What follows belongs to an exercise in optimizing a design on an open flow for small area, a short achievable clock period and few clock cycles per item; a production flow would make more cautious choices. Where RTL was checked, it was by simulation tests only, not by an equivalence proof against the original. The RTL of runs 3 and 4 was laid out without a check of its function. Power is estimated from default activity; no workload was simulated.

### design/flow/design.v
package cache_pkg;
    localparam int DEF_LINES       = 32;
    localparam int DEF_MEM_LATENCY = 4;
endpackage
module cache_array #(
    parameter int LINES        = 32,
    parameter int INDEX_W      = 5,
    parameter int TAG_W        = 27,
    parameter int HEAD_SPACING = 4
) (
    input  logic               i_clk,
    input  logic               i_clear,
    input  logic [INDEX_W-1:0] i_index,
    input  logic [TAG_W-1:0]   i_tag,
    output logic               o_rd_hit,
    output logic [31:0]        o_rd_data,
    input  logic               i_we,
    input  logic [31:0]        i_wr_data
);
    localparam int HS_W = $clog2(HEAD_SPACING);
    logic [LINES-1:0]   r_valid;
    logic [TAG_W-1:0]   r_tag  [LINES];
    logic [31:0]        r_data [LINES];
    logic [HS_W-1:0]    r_rot;
    logic               r_pend;
    logic [INDEX_W-1:0] r_pend_index;
    logic [TAG_W-1:0]   r_pend_tag;
    logic [31:0]        r_pend_data;
    logic [INDEX_W-1:0] w_rd_slot;
    logic [INDEX_W-1:0] w_dst_slot;
    logic               w_drain;
    logic [LINES-1:0]   w_sel;
    logic [LINES-1:0]   w_match;
    logic               w_pend_hit;
    assign w_dst_slot = {r_pend_index[INDEX_W-1:HS_W], r_pend_index[HS_W-1:0] + r_rot + HS_W'(1)};
    assign w_drain    = r_pend && (w_dst_slot[HS_W-1:0] == '0);
    always_ff @(posedge i_clk) begin
        for (int s = 0; s < LINES; s++) begin
            if (s % HEAD_SPACING == 0 && w_drain && w_dst_slot == INDEX_W'(s)) begin
                r_tag[s]  <= r_pend_tag;
                r_data[s] <= r_pend_data;
            end else begin
                r_tag[s]  <= r_tag[s - s % HEAD_SPACING + (s + HEAD_SPACING - 1) % HEAD_SPACING];
                r_data[s] <= r_data[s - s % HEAD_SPACING + (s + HEAD_SPACING - 1) % HEAD_SPACING];
            end
        end
    end
    always_ff @(posedge i_clk) begin
        if (i_clear) begin
            r_valid <= '0;
            r_rot   <= '0;
            r_pend  <= 1'b0;
        end else begin
            for (int s = 0; s < LINES; s++) begin
                if (s % HEAD_SPACING == 0 && w_drain && w_dst_slot == INDEX_W'(s))
                    r_valid[s] <= 1'b1;
                else
                    r_valid[s] <= r_valid[s - s % HEAD_SPACING + (s + HEAD_SPACING - 1) % HEAD_SPACING];
            end
            r_rot <= r_rot + HS_W'(1);
            if (i_we)
                r_pend <= 1'b1;
            else if (w_drain)
                r_pend <= 1'b0;
        end
    end
    always_ff @(posedge i_clk) begin
        if (i_we) begin
            r_pend_index <= i_index;
            r_pend_tag   <= i_tag;
            r_pend_data  <= i_wr_data;
        end
    end
    assign w_rd_slot  = {i_index[INDEX_W-1:HS_W], i_index[HS_W-1:0] + r_rot};
    assign w_sel      = LINES'(1) << w_rd_slot;
    assign w_pend_hit = r_pend && (r_pend_index == i_index);
    for (genvar s = 0; s < LINES; s++) begin : g_match
        assign w_match[s] = r_valid[s] && (r_tag[s] == i_tag);
    end
    always_comb begin
        o_rd_hit  = |(w_match & w_sel);
        o_rd_data = '0;
        for (int s = 0; s < LINES; s++)
            o_rd_data = o_rd_data | (r_data[s] & {32{w_sel[s]}});
        if (w_pend_hit) begin
            o_rd_hit  = (r_pend_tag == i_tag);
            o_rd_data = r_pend_data;
        end
    end
endmodule
module data_cache #(
    parameter int LINES       = cache_pkg::DEF_LINES,
    parameter int MEM_LATENCY = cache_pkg::DEF_MEM_LATENCY
) (
    input  logic        clk,
    input  logic        rst,
    input  logic [31:0] address,
    input  logic [31:0] writeData,
    input  logic        cpuRead,
    input  logic        cpuWrite,
    output logic [31:0] readData,
    output logic        stall,
    output logic [31:0] memAddress,
    output logic [31:0] memWriteData,
    output logic        memRead,
    output logic        memWrite,
    input  logic [31:0] memReadData,
    output logic [15:0] hitCount,
    output logic [15:0] missCount
);
    localparam int         INDEX_W = $clog2(LINES);
    localparam int         TAG_W   = 32 - $clog2(LINES);
    localparam logic [2:0] WR_LAST = 3'(MEM_LATENCY - 1);
    localparam logic [2:0] RD_LAST = 3'(MEM_LATENCY);
    logic [2:0]         r_phase;
    logic               r_wr;      
    logic               r_hit;     
    logic               r_done;    
    logic               r_memrd;   
    logic               r_memwr;   
    logic [31:0]        r_rdata;   
    logic [15:0]        r_hits;
    logic [15:0]        r_misses;
    logic [31:0]        w_line_data;
    logic               w_hit;
    logic               w_hit_raw;
    logic               r_rst;     
    logic               w_lookup;
    logic               w_fill;
    logic               w_we;
    logic [2:0]         w_phase;
    assign w_hit    = w_hit_raw && !r_rst;
    assign w_lookup = (r_phase == 3'd0);
    assign w_fill   = (r_phase == RD_LAST);
    assign w_we     = r_done && (r_wr ? r_hit : r_memrd);
    cache_array #(
        .LINES        (LINES),
        .INDEX_W      (INDEX_W),
        .TAG_W        (TAG_W),
        .HEAD_SPACING (MEM_LATENCY)
    ) u_array (
        .i_clk      (clk),
        .i_clear    (r_rst),
        .i_index    (address[INDEX_W-1:0]),
        .i_tag      (address[31:INDEX_W]),
        .o_rd_hit   (w_hit_raw),
        .o_rd_data  (w_line_data),
        .i_we       (w_we),
        .i_wr_data  (r_wr ? writeData : memReadData)
    );
    assign memAddress   = address;
    assign memWriteData = writeData;
    assign memRead      = !rst && r_memrd;
    assign memWrite     = !rst && (w_lookup ? cpuWrite : r_memwr);
    assign stall        = !r_done;
    assign readData     = (memReadData & {32{r_memrd}}) | r_rdata;
    always_comb begin
        w_phase = r_phase + 3'd1;
        if (w_lookup && !(cpuRead || cpuWrite))
            w_phase = 3'd0;
        if (r_done)
            w_phase = 3'd0;
    end
    always_ff @(posedge clk) begin
        if (rst) begin
            r_phase  <= 3'd0;
            r_done   <= 1'b0;
            r_memrd  <= 1'b0;
            r_memwr  <= 1'b0;
        end else begin
            r_phase <= w_phase;
            if (w_lookup) begin
                r_done  <= !cpuWrite && cpuRead && w_hit;
                r_memrd <= !cpuWrite && cpuRead && !w_hit;
                r_memwr <= cpuWrite;
            end else begin
                r_done  <= !r_done && (w_phase == (r_wr ? WR_LAST : RD_LAST));
                if (r_done) begin
                    r_memrd <= 1'b0;
                    r_memwr <= 1'b0;
                end
            end
        end
    end
    always_ff @(posedge clk) begin
        r_rst <= rst;
        if (r_rst) begin
            r_hits   <= '0;
            r_misses <= '0;
        end else begin
            if (r_done && !r_wr && !r_memrd && r_hits != 16'hFFFF)
                r_hits <= r_hits + 16'd1;
            if (w_fill && r_misses != 16'hFFFF)
                r_misses <= r_misses + 16'd1;
        end
    end
    always_ff @(posedge clk) begin
        if (w_lookup) begin
            r_wr  <= cpuWrite;
            r_hit <= w_hit;
        end
        r_rdata <= w_lookup ? w_line_data : '0;
    end
    assign hitCount  = r_hits & {16{!r_rst}};
    assign missCount = r_misses & {16{!r_rst}};
endmodule
### design/flow/config.mk
export PLATFORM = sky130hd
export DESIGN_NAME = data_cache
export DESIGN_NICKNAME = data_cache
export VERILOG_FILES = /design/flow/design.v
export SDC_FILE = /design/flow/constraint.sdc
export NUM_CORES = 4
export LEC_CHECK = 0
export CAP_MARGIN = 20
export CORE_MARGIN = 2
export CORE_UTILIZATION = 55
export CTS_BUF_LIST = sky130_fd_sc_hd__clkbuf_16
export CTS_CLUSTER_DIAMETER = 150
export CTS_CLUSTER_SIZE = 26
export SETUP_SLACK_MARGIN = 5.0
export SLEW_MARGIN = 20
### design/flow/run.sh
#!/bin/bash
# synth_recipe.tcl (not shown) runs the flow's synth.tcl, then flattens the netlist and writes it again
# the make line also repeats each setting of config.mk as NAME=value (left out here)
make -C /OpenROAD-flow-scripts/flow DESIGN_CONFIG=/design/flow/config.mk WORK_HOME=/design/flow/orfs CLKGATE_MAP_FILE= SYNTH_SCRIPT=/design/flow/synth_recipe.tcl finish
### design/flow/constraint.sdc
create_clock -name core_clock -period 8.0 [get_ports {clk}]
set_input_delay 1.6000 -clock core_clock [delete_from_list [all_inputs] [get_ports {clk}]]
set_output_delay 1.6000 -clock core_clock [all_outputs]
set_load 0.01 [all_outputs]
==> impl_metrics.yaml, run 1 <==
status:
  outcome: "timing/DRC/antenna clean"
job:
  cap_viol_max_count: 0
place:
  dp_hpwl_um: 132500
  gp_congestion: 0.8855
  port_buffers: 230
die:
  die_w_um: 352.5
  ios: 231
  die_y_um: 352.5
  core_area_sq_um: 120100
  dieArea_sq_um: 124200
  start_util_pct: 55.60
  num_rows: 127
sta:
  worst_hold_slack_ns: 0.3374
  fin_skew_ns: 0.02586
  setup_tns_ns: 0
  maxSlewHeadroom_pct: 28.69
  final.min_clock_period_ns: 3.692
  period_share_pct: 46.15
  finalSetupViolations: 0
  fmax_ghz: 0.2709
  hold_viol: 0
  rsz0062_at_grt: "true"
  tightest_slew_ns: 1.070
  maxSlewViolCount: 0
logic_synthesis:
  postSynth.asyncResetShare_pct: 0
  synthAdderAreaFrac_pct: 0.09367
  synth-seq-area-share_pct: 62.74
  synth_nets: 5368
  ys_ff_latch: 2060
  synthesis.area_sq_um: 66790
  synthTopCellsByArea: "dfxtp_1 60%, xnor2_1 11%, mux2_2 8.6%"
  synth_compound_area_share_pct: 7.110
  synth_xor_area_share_pct: 12.12
  synth_top_family_by_area: "XOR/XNOR gates"
  netlist.top_cell.by_area: "dfxtp_1"
  synth-simple-area-share_pct: 6.287
  synthMuxAreaShare_pct: 8.693
  syn_inst: 5263
  syn_avg_cell_area_sq_um: 12.69
  synth_cell_types: 56
  ys_warn_count: 4
  synth-edff-count: 66
  synth_top_area_share_pct: 59.77
  synth-main-ff-cell: "dfxtp_1"
cells_and_area:
  drive_above_1_share_pct: 27.59
  finalNetCount: 5756
  final_core_util_pct: 66.33
  areaGrowthSynthToFinish_pct: 19.31
power_and_ir_drop:
  peakVddDrop_uv: 180.2
  clock_power_share_pct: 31.4
  power_density_nw_per_um2: 213.1
  intPower_w: 0.01302
  leakage_nw: 30.04
  finalPower_w: 0.01698
  pwr-share-comb_pct: 7.4
  switching_share_pct: 23.31
  power_switching_w: 0.003959
  seqPwrFrac_pct: 61.2
clock_tree:
  cts.sinks: 2060
  cts.path.max_buffers: 3
  cts_tree: "done"
  h-tree-depth: 3
  clk_latency_ns: 0.72
  cts_buffers: 89
  clk_pin_slew_ns: 0.10
  root_buffer: "clkbuf_16"
detailed_routing:
  drtPass1Iterations: 8
  drcViolationCount: 0
  ant_nets: 0
  drtIter0Drc: 5089
  wire_per_inst_um: 31.87
  avgViaCountPerCell: 6.017
  vias: 44040
  wl_um: 233300
global_route:
  antenna_found_initial: 11
  grt_usage_pct: 36.07
  grt_max_degree: 49
  grt_pass1_wl_um: 322800
  grt_pass1_vias: 43140
  grt_overflow: 0
critical_path:
  start_kind: "input pin"
  required_ns: 6.40
  path_max_fanout: 2
  crit_arrival_ns: 2.09
  end_kind: "output pin"
  critPathKind: "in2out"
min_path:
  hp-class: "reg2reg"
metal layers:
metal	share of wire, %	global-route usage [%]	up-vias
met1	42	47.95	22090
met3	7.0	5.185	532
met4	5.0	15.47	4
met2	46	58.85	2141
met5	0.011	0	-
li1	-	-	19280
worst paths after layout:
path | from | slack (ns) | cells after the start | to
hold reg to reg | u_array.r_data[22][22] | 0.34 | 0 | u_array.r_data[23][22]
hold / removal | u_array.r_data[22][22] | 0.34 | 0 | u_array.r_data[23][22]
setup / recovery | memReadData[29] | 4.31 | 3 | readData[29]
setup reg to reg | u_array.r_pend | 5.05 | 4 | u_array.r_tag[4][13]
cell usage in the layout (no fill, tap or decap), types with 88 or more instances in the layout:
cell	netlist	layout
nand4_1	296	296
xnor2_1	832	826
buf_12	0	88
mux2_2	512	512
a22o_1	130	130
a221oi_2	0	96
clkbuf_16	0	99
dfxtp_1	1994	1990
buf_4	79	249
a22oi_1	174	159
buf_6	0	213
power by group through the flow:
| stage | clock network, W | logic, W | registers [W] |
|---|---|---|---|
| after global routing | 0.00571 | 0.00129 | 0.0104 |
| final | 0.00533 | 0.00126 | 0.0104 |
| after global placement | 0 | 0.000913 | 0.0106 |
| after detailed placement | 0 | 0.000913 | 0.0106 |
| after CTS | 0.00535 | 0.00117 | 0.0104 |
| after floorplan | 0 | 0.000574 | 0.0106 |
layout make-up:
type / count / area [sq um]
well taps: 1612 / 2017
flip-flops and latches: 2060 / 41910
repair buffers: 676 / 8371
multi-input cells: 2809 / 24790
clock inverters: 38 / 168.9
fillers: 9010 / 40450
inverters: 15 / 56.30
diodes: 16 / 40.04
clock buffers: 93 / 2327
cells in the mapped netlist (all sizes together) (8+ instances only):
cell type / number
nor2b: 57
a221oi: 129
nor4: 53
xor2: 87
xnor2: 832
mux2: 512
dfxtp: 1994
a22o: 130
a22oi: 174
nor3: 67
inv: 15
nand2: 70
o21ai: 53
buf: 260
nand4: 296
a21oi: 42
clkbuf: 121
nand3: 83
nor2: 96
a21o: 32
a222oi: 33
or4: 8
edfxtp: 66
logic make-up (layout without fill, tap and decap cells):
| logic type | Yosys count | in the layout |
|---|---|---|
| flops | 2060 | 2060 |
| fa+ha+maj | 5 | 5 |
| compound gates | 608 | 608 |
| simple gates | 757 | 759 |
| other cells | 0 | 16 |
| xor+xnor | 921 | 921 |
| mux | 516 | 516 |
| buf+inv | 396 | 822 |
stage by stage:
| step | cell area [sq um] | setup slack, ns | cells |
|---|---|---|---|
| 6_report | 79690 | 4.308 | 7319 |
| 5_1_grt | 79660 | 4.317 | 7307 |
| 2_1_floorplan | 67590 | 4.603 | 5263 |
| 4_1_cts | 77950 | 4.326 | 7226 |
| 3_3_place_gp | 70600 | 2.461 | 6849 |
| 3_5_place_dp | 70600 | 2.433 | 6849 |
critical path, cell delays in order:
cell and delay (ns):
buf_12 0.11, a21o_4 0.24, buf_6 0.13
flip-flops by register name, summed over array words and instances (netlist names):
signal / cells
u_array.r_pend_data: 32
r_done: 1
r_phase: 3
u_array.r_pend: 1
r_memwr: 1
u_array.r_valid: 32
u_array.r_rot: 2
r_rdata: 32
u_array.r_pend_tag: 27
r_hit: 1
r_hits: 16
r_misses: 16
r_wr: 1
r_memrd: 1
u_array.r_pend_index: 5
r_rst: 1
u_array.r_data: 1024
u_array.r_tag: 864
timing repair:
action                     4_1_cts  5_1_grt
setup endpoints to repair      310      199
resized for setup             1379      174
buffers inserted               215       71
cloned                          31        6
pin swaps                      169       85
hold buffers                     0        0
Testbench counts, summed over its fixed seeds: cycles 246,981, ops 64,000.
==> run 2, diff against run 1 <==
--- a/design/flow/design.v
+++ b/design/flow/design.v
@@ -30,7 +30,6 @@
     logic [INDEX_W-1:0] w_dst_slot;
     logic               w_drain;
     logic [LINES-1:0]   w_sel;
-    logic [LINES-1:0]   w_match;
     logic               w_pend_hit;
     assign w_dst_slot = {r_pend_index[INDEX_W-1:HS_W], r_pend_index[HS_W-1:0] + r_rot + HS_W'(1)};
     assign w_drain    = r_pend && (w_dst_slot[HS_W-1:0] == '0);
@@ -74,11 +73,27 @@
     assign w_rd_slot  = {i_index[INDEX_W-1:HS_W], i_index[HS_W-1:0] + r_rot};
     assign w_sel      = LINES'(1) << w_rd_slot;
     assign w_pend_hit = r_pend && (r_pend_index == i_index);
-    for (genvar s = 0; s < LINES; s++) begin : g_match
-        assign w_match[s] = r_valid[s] && (r_tag[s] == i_tag);
-    end
+    localparam int RINGS = LINES / HEAD_SPACING;
+    logic [RINGS-1:0]        w_ring_sel;
+    logic [HEAD_SPACING-1:0] w_pos_sel;
+    logic [HEAD_SPACING-1:0] w_pos_valid;
+    logic [TAG_W-1:0]        w_pos_tag [HEAD_SPACING];
+    logic [HEAD_SPACING-1:0] w_pos_match;
+    assign w_ring_sel = RINGS'(1) << i_index[INDEX_W-1:HS_W];
+    assign w_pos_sel  = HEAD_SPACING'(1) << w_rd_slot[HS_W-1:0];
     always_comb begin
-        o_rd_hit  = |(w_match & w_sel);
+        for (int p = 0; p < HEAD_SPACING; p++) begin
+            w_pos_valid[p] = 1'b0;
+            w_pos_tag[p]   = '0;
+            for (int g = 0; g < RINGS; g++) begin
+                w_pos_valid[p] = w_pos_valid[p] | (r_valid[g * HEAD_SPACING + p] & w_ring_sel[g]);
+                w_pos_tag[p]   = w_pos_tag[p] | (r_tag[g * HEAD_SPACING + p] & {TAG_W{w_ring_sel[g]}});
+            end
+            w_pos_match[p] = w_pos_valid[p] && (w_pos_tag[p] == i_tag);
+        end
+    end
+    always_comb begin
+        o_rd_hit  = |(w_pos_match & w_pos_sel);
         o_rd_data = '0;
         for (int s = 0; s < LINES; s++)
             o_rd_data = o_rd_data | (r_data[s] & {32{w_sel[s]}});
==> impl_metrics.yaml, run 2 <==
status:
  outcome: "timing/DRC/antenna clean"
global_route:
  antenna_found_initial: 1
  grt_pass1_vias: 41050
  grt_usage_pct: 33.81
  grt_overflow: 0
  grt_pass1_wl_um: 296300
  grt_max_degree: 57
logic_synthesis:
  synth-main-ff-cell: "dfxtp_1"
  synth_top_area_share_pct: 61.73
  postSynth.asyncResetShare_pct: 0
  syn_inst: 4752
  synthTopCellsByArea: "dfxtp_1 62%, mux2_2 9.3%, mux4_2 4.6%"
  ys_ff_latch: 2060
  synth_common_cells: "1994 x dfxtp_1, 534 x mux2_2, 246 x a22oi_1, 157 x a221oi_1, 154 x clkbuf_1"
  ys_warn_count: 5
  syn_avg_cell_area_sq_um: 13.61
  synth-edff-count: 66
  synth_cell_types: 66
  netlist.top_cell.by_area: "dfxtp_1"
  synthesis.area_sq_um: 64670
  synth_nets: 4857
  synth-seq-area-share_pct: 64.79
  synth.most_common_cell: "dfxtp_1"
cells_and_area:
  fillCellCount: 8737
  largest_register_ffs: 1024
  drive_above_1_share_pct: 30.11
  final_cell_mix: "1989 x dfxtp_1, 534 x mux2_2, 235 x a22oi_1"
  top_regs: "u_array.r_data x1024, u_array.r_tag x864"
  areaGrowthSynthToFinish_pct: 16.23
  largest_register: "u_array.r_data"
  finalNetCount: 5123
  layout_commonest_cell: "dfxtp_1"
sta:
  setup_tns_ns: 0
  maxSlewHeadroom_pct: 29.34
  setup_slack_ns: 3.970
  maxSlewViolCount: 0
  finalSetupViolations: 0
  fin_skew_ns: 0.02498
  hold_viol: 0
  tightest_slew_ns: 1.060
  fmax_ghz: 0.2482
  final.min_clock_period_ns: 4.030
  period_share_pct: 50.37
  rsz0062_at_grt: "true"
critical_path:
  crit_cells: 12
  max_stage_delay_ns: 0.48
  reg2reg_slack_ns: 4.97
  timing.critical_path.to: "r_memrd"
  ff2ff_path_depth: 9
  critPathKind: "in2reg"
  required_ns: 8.61
  startpoint: "address[2]"
  reg2reg_to: "r_memrd"
  worstReg2RegStart: "u_array.r_tag[12][9]"
  path_max_fanout: 12
  path_buf_inv: 3
  crit_arrival_ns: 4.64
  start_kind: "input pin"
  cp_slowest_cell: "or4_4"
  path_delay_family: "simple AND/OR/NAND/NOR gates"
  path_cells: "bufbuf_16 > buf_16 > buf_4 > nor2b_4 > a22oi_1 > o22ai_1 > xor2_1 > nor2_1 > nand4_1 > or4_4 > a31o_4 > a22o_1"
  end_kind: "flip-flop"
power_and_ir_drop:
  power_density_nw_per_um2: 223.3
  pwr-share-comb_pct: 6.4
  clock_power_share_pct: 31.8
  leakage_nw: 29.84
  seqPwrFrac_pct: 61.8
  power_switching_w: 0.003848
  finalPower_w: 0.01678
  intPower_w: 0.01293
  switching_share_pct: 22.93
  peakVddDrop_uv: 162.4
place:
  dp_hpwl_um: 116000
  port_buffers: 230
  dp_slack_ns: 2.054
  gp_congestion: 0.8693
clock_tree:
  clk_latency_ns: 0.73
  clk_pin_slew_ns: 0.11
  cts.sinks: 2060
  cts_tree: "done"
  h-tree-depth: 3
  cts_buffers: 89
  root_buffer: "clkbuf_16"
  ctsHoldBuffers: 0
  cts.path.max_buffers: 3
detailed_routing:
  wire_per_inst_um: 32.00
  vias: 41010
  avgViaCountPerCell: 6.224
  ant_nets: 0
  drcViolationCount: 0
  drtPass1Iterations: 6
  drtIter0Drc: 4204
  wl_um: 210800
die:
  core_area_sq_um: 116400
  dieArea_sq_um: 120300
  start_util_pct: 55.57
  num_rows: 125
  die_w_um: 346.9
  ios: 231
  die_y_um: 346.9
min_path:
  hp-class: "reg2reg"
  hp-start: "u_array.r_tag[30][20]"
job:
  cap_viol_max_count: 0
-- run 2: cell types whose count changed after synthesis, moves of 20 or more --
| cell | previous run | this run |
|---|---|---|
| mux2i_1 | 4 | 151 |
| nor4_1 | 53 | 20 |
| xnor2_1 | 832 | 75 |
| nand4_1 | 296 | 57 |
| a221oi_1 | 129 | 157 |
| a21oi_1 | 42 | 62 |
| mux2_2 | 512 | 534 |
| a22oi_1 | 174 | 246 |
| clkbuf_1 | 115 | 154 |
| buf_2 | 146 | 93 |
| mux4_2 | 0 | 132 |
| nand3_1 | 82 | 110 |
-- run 2: worst register-to-register path, stage by stage (launching register included) --
cell,delay (ns)
dfxtp_1,0.33
mux4_2,0.53
mux2i_4,0.23
xor2_4,0.23
nand4_1,0.19
nor4_4,0.26
nand3_1,0.19
or4_4,0.51
a31o_4,0.27
a22o_1,0.19
-- run 2: area by class of cell --
class	instances	area [sq um]	share of cell area, %
Antenna cell	1	2.502	0.003329
Clock buffer	94	2352	3.130
Clock inverter	43	190.2	0.2530
Inverter	16	87.58	0.1165
Multi-Input combinational cell	2299	22190	29.52
Sequential cell	2060	41910	55.76
Tap cell	1524	1907	2.537
Timing Repair Buffer	552	6520	8.675
-- run 2: power by group through the flow --
stage	clock, W	combinational, W	sequential, W
floorplan	0	0.000459	0.0106
CTS	0.00537	0.000976	0.0104
finish	0.00534	0.00107	0.0104
global route	0.00572	0.00109	0.0104
detailed placement	0	0.000780	0.0106
global placement	0	0.000776	0.0106
-- run 2: cells by family (layout without fill, tap and decap cells) --
kind of cell | after synthesis | after routing | share of synthesized area [%]
DFF | 2060 | 2060 | 64.79
adders and majority gates | 5 | 5 | 0.09674
muxes | 820 | 820 | 16.29
buffers and inverters | 403 | 705 | 3.191
and+or+nand+nor | 526 | 536 | 4.117
xor gates and xnor gates | 164 | 164 | 2.242
AOI/OAI and AO/OA | 774 | 774 | 9.268
other | 0 | 1 | 0
-- run 2: worst min path at each step --
stage	endpoint	slack [ns]	depth (start not counted)
after floorplan	u_array.r_tag[31][2]	0.32	0
after global placement	u_array.r_tag[13][2]	0.33	0
after detailed placement	u_array.r_tag[27][17]	0.33	0
after CTS	u_array.r_tag[19][3]	0.34	0
after global routing	u_array.r_tag[19][25]	0.35	0
final	u_array.r_tag[31][20]	0.34	0
-- run 2: metrics by stage --
stage / cell area [sq um] / util, % / hold WS (ns) / cells
3_5_place_dp: 68080 / 58.51 / 0.3320 / 6204
4_1_cts: 73520 / 63.18 / 0.3425 / 6504
3_3_place_gp: 68080 / 58.51 / 0.3276 / 6204
5_1_grt: 75160 / 64.59 / 0.3517 / 6588
6_report: 75160 / 64.59 / 0.3406 / 6589
2_1_floorplan: 65470 / - / 0.3242 / 4752
-- run 2: metal layers --
metal / GRT usage [%] / wire, um / up-vias
li1: - / - / 17880
met4: 13.19 / 10160 / 0
met1: 44.77 / 87030 / 20810
met2: 56.27 / 99330 / 1854
met5: 0 / 0 / -
met3: 4.666 / 14320 / 462
-- run 2: timing repair --
item,4_1_cts,5_1_grt
hold endpoints to repair,0,0
pin swaps,93,41
endpoints found under the setup margin,239,274
cloned,26,8
setup buffers,137,76
resized for setup,1361,165
Testbench counts of run 2, summed over its fixed seeds: cycles 246,981, ops 64,000.
==> run 3, diff against run 2 <==
--- a/design/flow/design.v
+++ b/design/flow/design.v
@@ -138,13 +138,10 @@
     logic [15:0]        r_misses;
     logic [31:0]        w_line_data;
     logic               w_hit;
-    logic               w_hit_raw;
-    logic               r_rst;     
     logic               w_lookup;
     logic               w_fill;
     logic               w_we;
     logic [2:0]         w_phase;
-    assign w_hit    = w_hit_raw && !r_rst;
     assign w_lookup = (r_phase == 3'd0);
     assign w_fill   = (r_phase == RD_LAST);
     assign w_we     = r_done && (r_wr ? r_hit : r_memrd);
@@ -155,10 +152,10 @@
         .HEAD_SPACING (MEM_LATENCY)
     ) u_array (
         .i_clk      (clk),
-        .i_clear    (r_rst),
+        .i_clear    (rst),
         .i_index    (address[INDEX_W-1:0]),
         .i_tag      (address[31:INDEX_W]),
-        .o_rd_hit   (w_hit_raw),
+        .o_rd_hit   (w_hit),
         .o_rd_data  (w_line_data),
         .i_we       (w_we),
         .i_wr_data  (r_wr ? writeData : memReadData)
@@ -182,6 +179,8 @@
             r_done   <= 1'b0;
             r_memrd  <= 1'b0;
             r_memwr  <= 1'b0;
+            r_hits   <= '0;
+            r_misses <= '0;
         end else begin
             r_phase <= w_phase;
             if (w_lookup) begin
@@ -195,14 +194,6 @@
                     r_memwr <= 1'b0;
                 end
             end
-        end
-    end
-    always_ff @(posedge clk) begin
-        r_rst <= rst;
-        if (r_rst) begin
-            r_hits   <= '0;
-            r_misses <= '0;
-        end else begin
             if (r_done && !r_wr && !r_memrd && r_hits != 16'hFFFF)
                 r_hits <= r_hits + 16'd1;
             if (w_fill && r_misses != 16'hFFFF)
@@ -216,6 +207,6 @@
         end
         r_rdata <= w_lookup ? w_line_data : '0;
     end
-    assign hitCount  = r_hits & {16{!r_rst}};
-    assign missCount = r_misses & {16{!r_rst}};
+    assign hitCount  = r_hits;
+    assign missCount = r_misses;
 endmodule
--- a/design/flow/config.mk
+++ b/design/flow/config.mk
@@ -11,5 +11,5 @@
 export CTS_BUF_LIST = sky130_fd_sc_hd__clkbuf_16
 export CTS_CLUSTER_DIAMETER = 150
 export CTS_CLUSTER_SIZE = 26
-export SETUP_SLACK_MARGIN = 5.0
+export SETUP_SLACK_MARGIN = 4.5
 export SLEW_MARGIN = 20
==> impl_metrics.yaml, run 3 <==
clock_tree:
  cts.sinks: 2059
  ctsHoldBuffers: 0
  cts_tree: "done"
  clk_latency_ns: 0.72
  clk_pin_slew_ns: 0.11
  cts_buffers: 89
  cts.path.max_buffers: 3
  h-tree-depth: 3
  root_buffer: "clkbuf_16"
global_route:
  grt_usage_pct: 33.24
  grt_pass1_vias: 40350
  grt_overflow: 0
  grt_max_degree: 48
  grt_pass1_wl_um: 289800
  antenna_found_initial: 2
critical_path:
  worstReg2RegStart: "u_array.r_rot[1]"
  critPathKind: "in2reg"
  path_delay_family: "simple AND/OR/NAND/NOR gates"
  path_max_fanout: 6
  path_cells: "buf_16 > buf_16 > mux4_2 > mux2i_2 > xor2_2 > nand3_1 > or4_1 > or4_4 > o311ai_4 > o22ai_4 > a32o_1"
  startpoint: "address[3]"
  cp_slowest_cell: "mux4_2"
  max_stage_delay_ns: 0.52
  end_kind: "flip-flop"
  start_kind: "input pin"
  path_buf_inv: 2
  crit_arrival_ns: 4.55
  required_ns: 8.60
  cp_common_cell: "buf_16"
die:
  dieArea_sq_um: 119800
  start_util_pct: 55.41
  die_y_um: 346.2
  ios: 231
  core_area_sq_um: 116200
  die_w_um: 346.2
  num_rows: 125
detailed_routing:
  avgViaCountPerCell: 6.232
  drtPass1Iterations: 8
  drtIter0Drc: 3881
  wire_per_inst_um: 31.72
  wl_um: 204000
  ant_nets: 0
  vias: 40080
  drcViolationCount: 0
sta:
  tightest_slew_ns: 1.124
  rsz0062_at_grt: "true"
  final.min_clock_period_ns: 3.943
  fmax_ghz: 0.2536
  hold_viol: 0
  maxSlewViolCount: 0
  fin_skew_ns: 0.02478
  setup_tns_ns: 0
  maxSlewHeadroom_pct: 25.07
  finalSetupViolations: 0
  period_share_pct: 49.29
cells_and_area:
  layout.cells.non_filler: 6431
  final_cell_mix: "1991 x dfxtp_1, 539 x mux2_2, 166 x a22oi_1"
  largest_register: "u_array.r_data"
  top_regs: "u_array.r_data x1024, u_array.r_tag x864"
  antenna_cells: 0
  largest_register_ffs: 1024
  layout_commonest_cell: "dfxtp_1"
  areaGrowthSynthToFinish_pct: 12.99
  finalNetCount: 4969
  drive_above_1_share_pct: 27.23
power_and_ir_drop:
  switching_share_pct: 22.81
  clock_power_share_pct: 31.9
  peakVddDrop_uv: 226.8
  pwr-share-comb_pct: 5.8
  power_switching_w: 0.003804
  intPower_w: 0.01287
  leakage_nw: 28.74
  power_density_nw_per_um2: 229.1
  seqPwrFrac_pct: 62.3
min_path:
  hp-start: "u_array.r_tag[21][26]"
  hp-class: "reg2reg"
place:
  dp_hpwl_um: 116000
  gp_congestion: 0.9242
  port_buffers: 230
  placed_cells: 6156
status:
  outcome: "timing/DRC/antenna clean"
logic_synthesis:
  netlist.top_cell.by_area: "dfxtp_1"
  ys_warn_count: 5
  synth_cell_types: 69
  synthTopCellsByArea: "dfxtp_1 62%, mux2_2 9.4%, mux4_2 4.6%"
  synthesis.area_sq_um: 64390
  syn_avg_cell_area_sq_um: 13.72
  synth-edff-count: 66
  synth_top_area_share_pct: 61.96
  synth_common_cells: "1993 x dfxtp_1, 539 x mux2_2, 185 x clkbuf_1, 179 x a221oi_1, 167 x a22oi_1"
  synth-seq-area-share_pct: 65.04
  postSynth.asyncResetShare_pct: 0
  syn_inst: 4695
  synth.most_common_cell: "dfxtp_1"
  ys_ff_latch: 2059
  synth_nets: 4800
  synth-main-ff-cell: "dfxtp_1"
job:
  cap_viol_max_count: 0
## run 3: changes by cell type after synthesis, sizes merged, moves of 9 or more
| cell | previous run | this run |
|---|---|---|
| a221oi | 157 | 179 |
| a22o | 111 | 160 |
| a22oi | 246 | 167 |
| and3 | 3 | 12 |
| buf | 233 | 194 |
| clkbuf | 154 | 185 |
| nand3 | 110 | 55 |
| nand4 | 57 | 76 |
| nor2b | 65 | 33 |
| xnor2 | 75 | 95 |
| xor2 | 88 | 56 |
## run 3: repair_timing
action                     4_1_cts  5_1_grt
pin swaps                       47        6
setup endpoints to repair      134       65
cloned                          29        2
buffers inserted                93       17
resized for setup             1026       35
## run 3: path summary, 6_finish.rpt
path	endpoint	slack (ns)	depth (start not counted)
min	u_array.r_tag[22][26]	0.33	0
min reg2reg	u_array.r_tag[22][26]	0.33	0
max reg2reg	u_array.r_tag[24][14]	4.74	7
max	r_memrd	4.06	11
## run 3: final cells by class
type / count / area (sq um)
Clock buffer: 94 / 2352
Tap cell: 1524 / 1907
Clock inverter: 40 / 188.9
Timing Repair Buffer: 451 / 4735
Fill cell: 8948 / 43450
Inverter: 18 / 90.09
Multi-Input combinational cell: 2245 / 21600
Sequential cell: 2059 / 41880
## run 3: cells by family after synthesis
family | share of synthesized area (%)
flops | 65.04
xor+xnor | 2.054
simple gates | 3.855
mux | 16.42
compound gates | 9.579
buf+inv | 2.953
fa+ha+maj | 0.09715
## run 3: per-stage QoR
stage / utilization [%] / instance area, sq um / hold WS (ns) / total power [W] / setup slack (ns)
floorplan: - / 65190 / 0.3233 / 0.01107 / 3.768
global placement: 58.52 / 68000 / 0.3285 / 0.01142 / 2.149
detailed placement: 58.57 / 68060 / 0.3306 / 0.01142 / 2.254
CTS: 62.30 / 72390 / 0.3373 / 0.01669 / 4.146
global route: 62.61 / 72760 / 0.3383 / 0.01710 / 4.101
finish: 62.61 / 72760 / 0.3337 / 0.01667 / 4.057
## run 3: metal layers
metal,up-vias,wire length (um),track usage [%]
met4,4,9026,12.96
met3,425,12910,4.582
met2,1656,96830,55.71
li1,17580,-,-
met5,-,24,0
met1,20410,85200,43.73
## run 3: power by group through the flow
stage	combinational, W	sequential [W]	clock (W)
2_1_floorplan	0.000459	0.0106	0
3_3_place_gp	0.000791	0.0106	0
3_5_place_dp	0.000795	0.0106	0
4_1_cts	0.000930	0.0104	0.00537
5_1_grt	0.000992	0.0104	0.00571
6_report	0.000968	0.0104	0.00531
## run 3: worst register-to-register path, cell delays in order, from the launching register on
cell and delay, ns:
dfxtp_1 0.51, xnor2_1 0.15, nor2_1 0.16, nand2_1 0.10
nor3_2 0.26, buf_4 0.57, buf_4 0.87, mux2_2 0.53
==> run 4, diff against run 3 <==
--- a/design/flow/design.v
+++ b/design/flow/design.v
@@ -30,6 +30,8 @@
     logic [INDEX_W-1:0] w_dst_slot;
     logic               w_drain;
     logic [LINES-1:0]   w_sel;
+    logic               w_valid;
+    logic [TAG_W-1:0]   w_tag;
     logic               w_pend_hit;
     assign w_dst_slot = {r_pend_index[INDEX_W-1:HS_W], r_pend_index[HS_W-1:0] + r_rot + HS_W'(1)};
     assign w_drain    = r_pend && (w_dst_slot[HS_W-1:0] == '0);
@@ -73,30 +75,15 @@
     assign w_rd_slot  = {i_index[INDEX_W-1:HS_W], i_index[HS_W-1:0] + r_rot};
     assign w_sel      = LINES'(1) << w_rd_slot;
     assign w_pend_hit = r_pend && (r_pend_index == i_index);
-    localparam int RINGS = LINES / HEAD_SPACING;
-    logic [RINGS-1:0]        w_ring_sel;
-    logic [HEAD_SPACING-1:0] w_pos_sel;
-    logic [HEAD_SPACING-1:0] w_pos_valid;
-    logic [TAG_W-1:0]        w_pos_tag [HEAD_SPACING];
-    logic [HEAD_SPACING-1:0] w_pos_match;
-    assign w_ring_sel = RINGS'(1) << i_index[INDEX_W-1:HS_W];
-    assign w_pos_sel  = HEAD_SPACING'(1) << w_rd_slot[HS_W-1:0];
     always_comb begin
-        for (int p = 0; p < HEAD_SPACING; p++) begin
-            w_pos_valid[p] = 1'b0;
-            w_pos_tag[p]   = '0;
-            for (int g = 0; g < RINGS; g++) begin
-                w_pos_valid[p] = w_pos_valid[p] | (r_valid[g * HEAD_SPACING + p] & w_ring_sel[g]);
-                w_pos_tag[p]   = w_pos_tag[p] | (r_tag[g * HEAD_SPACING + p] & {TAG_W{w_ring_sel[g]}});
-            end
-            w_pos_match[p] = w_pos_valid[p] && (w_pos_tag[p] == i_tag);
+        w_valid   = |(r_valid & w_sel);
+        w_tag     = '0;
+        o_rd_data = '0;
+        for (int s = 0; s < LINES; s++) begin
+            w_tag     = w_tag | (r_tag[s] & {TAG_W{w_sel[s]}});
+            o_rd_data = o_rd_data | (r_data[s] & {32{w_sel[s]}});
         end
-    end
-    always_comb begin
-        o_rd_hit  = |(w_pos_match & w_pos_sel);
-        o_rd_data = '0;
-        for (int s = 0; s < LINES; s++)
-            o_rd_data = o_rd_data | (r_data[s] & {32{w_sel[s]}});
+        o_rd_hit  = w_valid && (w_tag == i_tag);
         if (w_pend_hit) begin
             o_rd_hit  = (r_pend_tag == i_tag);
             o_rd_data = r_pend_data;
@@ -165,7 +152,7 @@
     assign memRead      = !rst && r_memrd;
     assign memWrite     = !rst && (w_lookup ? cpuWrite : r_memwr);
     assign stall        = !r_done;
-    assign readData     = (memReadData & {32{r_memrd}}) | r_rdata;
+    assign readData     = r_memrd ? memReadData : r_rdata;
     always_comb begin
         w_phase = r_phase + 3'd1;
         if (w_lookup && !(cpuRead || cpuWrite))
@@ -205,7 +192,7 @@
             r_wr  <= cpuWrite;
             r_hit <= w_hit;
         end
-        r_rdata <= w_lookup ? w_line_data : '0;
+        r_rdata <= w_line_data;
     end
     assign hitCount  = r_hits;
     assign missCount = r_misses;
==> impl_metrics.yaml, run 4 <==
logic_synthesis:
  synth_common_cells: "1993 x dfxtp_1, 591 x mux2_2, 261 x nand2_1, 246 x a22oi_1, 187 x clkbuf_1"
  synth-main-ff-cell: "dfxtp_1"
  synth-seq-area-share_pct: 64.52
  syn_inst: 5136
  synth_cell_types: 82
  syn_avg_cell_area_sq_um: 12.64
  synth-edff-count: 66
  netlist.top_cell.by_area: "dfxtp_1"
  synth.most_common_cell: "dfxtp_1"
  synthesis.area_sq_um: 64910
  postSynth.asyncResetShare_pct: 0
  synth_top_area_share_pct: 61.47
  synth_nets: 5241
  synthTopCellsByArea: "dfxtp_1 61%, mux2_2 10%, edfxtp_1 3.1%"
  ys_warn_count: 4
  ys_ff_latch: 2059
job:
  cap_viol_max_count: 0
cells_and_area:
  multi_input_area_sq_um: 22950
  largest_register_ffs: 1024
  layout.cells.non_filler: 7150
  top_regs: "u_array.r_data x1024, u_array.r_tag x864"
  seqCellArea_sq_um: 41890
  areaGrowthSynthToFinish_pct: 19.81
  finalNetCount: 5672
  drive_above_1_share_pct: 29.62
  layout_commonest_cell: "dfxtp_1"
  largest_register: "u_array.r_data"
  fillCellCount: 8937
  final_cell_mix: "1990 x dfxtp_1, 559 x mux2_2, 306 x buf_4"
clock_tree:
  cts.path.max_buffers: 3
  cts_tree: "done"
  clk_pin_slew_ns: 0.10
  h-tree-depth: 3
  root_buffer: "clkbuf_16"
  cts_buffers: 89
  clk_latency_ns: 0.75
  cts.sinks: 2059
  ctsHoldBuffers: 0
critical_path:
  max_stage_delay_ns: 0.49
  cp_common_cell: "buf_12"
  critPathKind: "in2reg"
  path_cells: "buf_8 > ha_4 > buf_12 > buf_12 > buf_16 > nor2b_1 > buf_4 > nand2_1 > o22ai_1 > a221oi_1 > o2111a_1 > o21ai_1 > xnor2_1 > nand4_1 > o31a_1 > inv_2 > o21ai_2"
  path_buf_inv: 6
  path_delay_family: "compound AO/OA/AOI/OAI gates"
  required_ns: 8.64
  end_kind: "flip-flop"
  start_kind: "input pin"
  ff2ff_path_depth: 12
  crit_arrival_ns: 5.09
  reg2reg_slack_ns: 3.73
  reg2reg_to: "r_memrd"
  path_max_fanout: 11
  worstReg2RegStart: "u_array.r_rot[1]"
  cp_slowest_cell: "o31a_1"
sta:
  final.min_clock_period_ns: 4.449
  period_share_pct: 55.61
  maxSlewViolCount: 0
  fin_skew_ns: 0.02488
  tightest_slew_ns: 1.159
  fmax_ghz: 0.2248
  maxSlewHeadroom_pct: 22.55
  setup_tns_ns: 0
  finalSetupViolations: 0
  hold_viol: 0
  rsz0062_at_grt: "true"
detailed_routing:
  ant_nets: 0
  drtIter0Drc: 6410
  drcViolationCount: 0
  wl_um: 253000
  avgViaCountPerCell: 6.580
  vias: 47050
  wire_per_inst_um: 35.39
  drtPass1Iterations: 9
place:
  port_buffers: 230
  gp_congestion: 0.9493
  dp_hpwl_um: 142900
  placed_cells: 6663
global_route:
  antenna_found_initial: 5
  grt_pass1_wl_um: 347200
  grt_max_degree: 51
  grt_pass1_vias: 45450
  grt_overflow: 0
  grt_usage_pct: 40.30
die:
  ios: 231
  die_w_um: 347.5
  start_util_pct: 55.19
  core_area_sq_um: 117600
  die_y_um: 347.5
  num_rows: 126
  dieArea_sq_um: 120800
min_path:
  hold_path_end: "u_array.r_tag[19][7]"
  hp-class: "reg2reg"
  holdPathStages: 0
  hp-start: "u_array.r_tag[18][7]"
power_and_ir_drop:
  power_density_nw_per_um2: 229.7
  leakage_nw: 30.53
  peakVddDrop_uv: 232.2
status:
  outcome: "timing/DRC/antenna clean"
[run 4: cell count changes in the layout (fill, tap and decap cells not counted), sizes merged, moves of 45 or more]
cell	previous run	this run
a22oi	167	246
nand2	81	261
buf	398	673
a21oi	65	147
a221oi	179	134
xnor2	95	39
mux2	540	591
mux4	133	17
[run 4: kinds of logic (layout without fill, tap and decap cells)]
family | count (synthesis) | after routing | synth area share [%]
compound gates | 1054 | 1054 | 12.21
xor+xnor | 86 | 90 | 1.209
fa+ha+maj | 5 | 5 | 0.09638
buf+inv | 416 | 886 | 3.144
flops | 2059 | 2059 | 64.52
mux | 746 | 746 | 12.97
other cells | 0 | 3 | 0
simple gates | 770 | 771 | 5.850
[run 4: through the flow]
| step | setup slack, ns | total power (W) | hold WS (ns) | util [%] | area, sq um |
|---|---|---|---|---|---|
| floorplan | 3.746 | 0.01139 | 0.3226 | - | 65600 |
| global placement | 1.712 | 0.01198 | 0.3252 | 58.67 | 69000 |
| detailed placement | 1.720 | 0.01198 | 0.3293 | 58.67 | 69000 |
| CTS | 3.655 | 0.01769 | 0.3362 | 64.77 | 76170 |
| global route | 3.572 | 0.01825 | 0.3416 | 66.12 | 77770 |
| finish | 3.551 | 0.01787 | 0.3414 | 66.13 | 77770 |
[run 4: worst max-delay path by stage]
stage,from,end,slack [ns],cells after the start
finish,address[0],r_memrd,3.55,17
global route,address[0],r_memrd,3.57,17
CTS,address[0],r_memrd,3.65,14
detailed placement,address[0],r_memrd,1.72,15
global placement,address[0],r_memrd,1.71,14
floorplan,address[0],r_memrd,3.75,15
[run 4: repair_timing]
| action | 4_1_cts | 5_1_grt |
|---|---|---|
| resized for setup | 1272 | 169 |
| cloned | 39 | 6 |
| endpoints found under the setup margin | 161 | 166 |
| pin swaps | 98 | 119 |
| buffers inserted | 229 | 75 |
[run 4: layout make-up]
| cell class | instances | share of cell area (%) |
|---|---|---|
| antenna | 3 | 0.009653 |
| clock buffer | 91 | 2.928 |
| clock inverter | 44 | 0.3153 |
| inverter | 15 | 0.08205 |
| multi-input combinational | 2666 | 29.52 |
| sequential | 2059 | 53.86 |
| tap | 1536 | 2.471 |
| timing repair buffer | 736 | 10.82 |
[run 4: routing by layer]
| metal | up-vias | wire (um) | GRT usage [%] |
|---|---|---|---|
| li1 | 19700 | - | - |
| met3 | 838 | 22800 | 7.042 |
| met5 | - | 64 | 0 |
| met2 | 3062 | 111900 | 62.75 |
| met1 | 23440 | 99380 | 52.19 |
| met4 | 10 | 18900 | 25.51 |
[run 4: where the power goes]
part	switching [W]	internal [W]	total [W]
clock	0.00326	0.00209	0.00536
combinational	0.00121	0.000870	0.00208
sequential	0.0000604	0.0104	0.0104

-- separate check: timing with driven ports --
Ports are ideal in the flow. The routed layouts listed here were re-timed in OpenROAD.
Step 1, drivers: a clkbuf_16 drives clk and a buf_2 each remaining input, both assumed.
Step 2 adds t to the input delays and takes it off the output delays; t is the mean of the earliest and latest rising clock arrival at the registers after step 1. Input paths then give back, and output paths get back, about the clock's delay inside the block.
Slacks: ideal ports / drivers / drivers and shift; pairs: ideal ports / drivers.
run	t, ns	setup WS [ns]	worst data-port slew with drivers (ns)
run 1	0.788	4.308 / 4.257 / 3.740	0.26
run 2	0.796	3.970 / 3.743 / 2.947	0.38
run 3	0.789	4.057 / 3.702 / 2.913	0.52
run 4	0.821	3.551 / 3.408 / 2.587	0.37
After both steps every run listed still meets setup and hold. The setup slack of run 3, which loses most, moves by -0.355 ns with the drivers and by -1.144 ns with both steps.
